Background: an optimization exercise with open tools, aiming at small area, a short achievable clock period and few clock cycles per item. Do not read the settings as production practice. Only simulation tests tie the RTL to the original design; equivalence was not proved. No activity file was given, so power comes from the tool's default toggle rates.

Setup of run 1:
// hs_npu_cmd_scheduler
module hs_npu_cmd_scheduler #(
  parameter int unsigned NUM_CORES = 4,
  parameter int unsigned CMD_WIDTH = 256,
  parameter int unsigned CMD_DEPTH = 8,
  parameter int unsigned CNT_W     = $clog2(CMD_DEPTH + 1)
) (
  input  logic                  clk,
  input  logic                  rst_n,
  input  logic                  cmd_valid_i,
  output logic                  cmd_ready_o,
  input  logic [CMD_WIDTH-1:0]  cmd_data_i,
  input  logic                  cmd_barrier_i,
  input  logic                  flush_i,
  output logic [NUM_CORES-1:0]  core_exec_valid_o,
  input  logic [NUM_CORES-1:0]  core_exec_ready_i,
  output logic [CMD_WIDTH-1:0]  core_cmd_o,
  input  logic [NUM_CORES-1:0]  core_done_i,
  output logic [NUM_CORES-1:0]  core_busy_o,
  output logic [CNT_W-1:0]      queue_count_o,
  output logic [31:0]           completed_count_o,
  output logic                  idle_o,
  output logic                  err_o
);
  localparam int unsigned SLICES = 4;
  localparam int unsigned SW     = CMD_WIDTH / SLICES;
  logic [CMD_WIDTH-1:0] mem     [CMD_DEPTH];
  logic [CMD_DEPTH-1:0] mem_bar;
  logic [CMD_DEPTH-1:0] rd_oh, wr_oh, rd_inc, rd_inc2, wr_nx;
  ...
Size: ~4600 cells after synthesis, ~2400 flip-flops, about 570 I/O pins.
export LEC_CHECK = 0
export CAP_MARGIN = 20
export CORE_MARGIN = 2
export CORE_UTILIZATION = 40
export CTS_CLUSTER_DIAMETER = 60
export CTS_CLUSTER_SIZE = 30
export SETUP_SLACK_MARGIN = 2.1
export SLEW_MARGIN = 30
export SYNTH_HIERARCHICAL = 1
create_clock -name core_clock -period 4.5 [get_ports {clk}]
run.sh (not shown) runs the stock make flow with config.mk's settings and CLKGATE_MAP_FILE= SYNTH_SCRIPT=/design/flow/synth_recipe.tcl, a recipe that flattens the netlist after the stock synthesis.
Testbench counts of run 1, summed over its fixed seeds: cycles 4,434, items 2,400.
[inputs] run 2 vs run 1
diff --git a/flow/design.v b/flow/design.v
--- a/flow/design.v
+++ b/flow/design.v
@@ -130,30 +130,35 @@
       valid  <= '0;
       idle_q <= 1'b1;
     end else begin
       rd_oh  <= rd_nx;
       rd_pk  <= rd_pk_nx;
       wr_oh  <= wr_nx;
       count  <= count_nx;
       full   <= full_nx;
       ge1    <= ge1_nx;
       ge2    <= ge2_nx;
-      ge3    <= (count_nx >= CNT_W'(3));
+      ge3    <= ge3_nx;
       fr1    <= ~&busy_nx;
       fr2    <= fr2_nx;
       valid  <= valid_nx;
-      idle_q <= (count_nx == '0) & (busy_nx == '0);
+      idle_q <= ~ge1_nx & (busy_nx == '0);
     end
   end
   logic hb0, nb0, nb1, ge1_nx, ge2_nx;
-  assign ge1_nx = (count_nx >= CNT_W'(1));
-  assign ge2_nx = (count_nx >= CNT_W'(2));
+  logic up, dn, ge3_nx, ge4;
+  assign ge4    = (count >= CNT_W'(4));
+  assign up     = push & ~hs;
+  assign dn     = hs & ~push;
+  assign ge1_nx = flush_i ? (any_valid & ~hs) : (up | (dn ? ge2 : ge1));
+  assign ge2_nx = ~flush_i & (up ? ge1 : (dn ? ge3 : ge2));
+  assign ge3_nx = ~flush_i & (up ? ge2 : (dn ? ge4 : ge3));
   always_ff @(posedge clk) begin
     bar0 <= bar0_nx;
     bar1 <= bar1_nx;
     if (!rst_n) begin
       hb0 <= 1'b0;
       nb0 <= 1'b0;
       nb1 <= 1'b0;
     end else begin
       hb0 <= ge1_nx & bar0_nx;
       nb0 <= ge1_nx & ~bar0_nx;
### Flow results
The initial core utilization on run 2 is in line with that on run 1. Run 2 ended with every stage complete and zero timing, DRC or antenna violations. Of the two values seen for critical path class, in2reg was produced by run 2 and reg2reg by run 1. The hold-critical path depth on run 1 is in line with that on run 2. Re non-clock buffer total of the final layout: run 1 and run 2 aren't equal, and the lower value belongs to run 2. [compare] base=run 1 new=run 2: power saw a decrease; post-layout minimum cycle time saw a decrease; met2 track demand over resource saw a decrease.
Testbench counts of run 2, summed over its fixed seeds: cycles 4,434, items 2,400.

-- static timing again, ports no longer ideal --
No port has a modelled driver above. Below, the same layouts with a new extraction and two added sets of constraints. Step 1 (the two cells are an assumption about what drives the block):
set clk [get_ports {clk}]
set_driving_cell -lib_cell sky130_fd_sc_hd__clkbuf_16 $clk
set_driving_cell -lib_cell sky130_fd_sc_hd__buf_2 [delete_from_list [all_inputs] $clk]
Step 2 moves the port delays by t, midway between the first and last clock arrival at a register: inputs arrive t later, outputs are due t later. That takes back most of the time a late clock gives input paths. a / b / c = ideal ports / drivers / drivers and shift; a / b = the first two.
run | t (ns) | setup WS [ns] | worst setup path after step 2 | worst register clock-pin slew, ns | pins driven straight from the clock port
run 1 | 0.909 | 1.825 / 1.825 / 1.029 | input to register | 0.11 / 0.11 | 1
run 2 | 0.914 | 1.920 / 1.948 / 1.068 | input to register | 0.11 / 0.11 | 1
After both steps setup and hold are still met in every run listed. For run 2, which loses most, drivers alone change the setup slack by +0.028 ns; drivers and shift together by -0.852 ns.
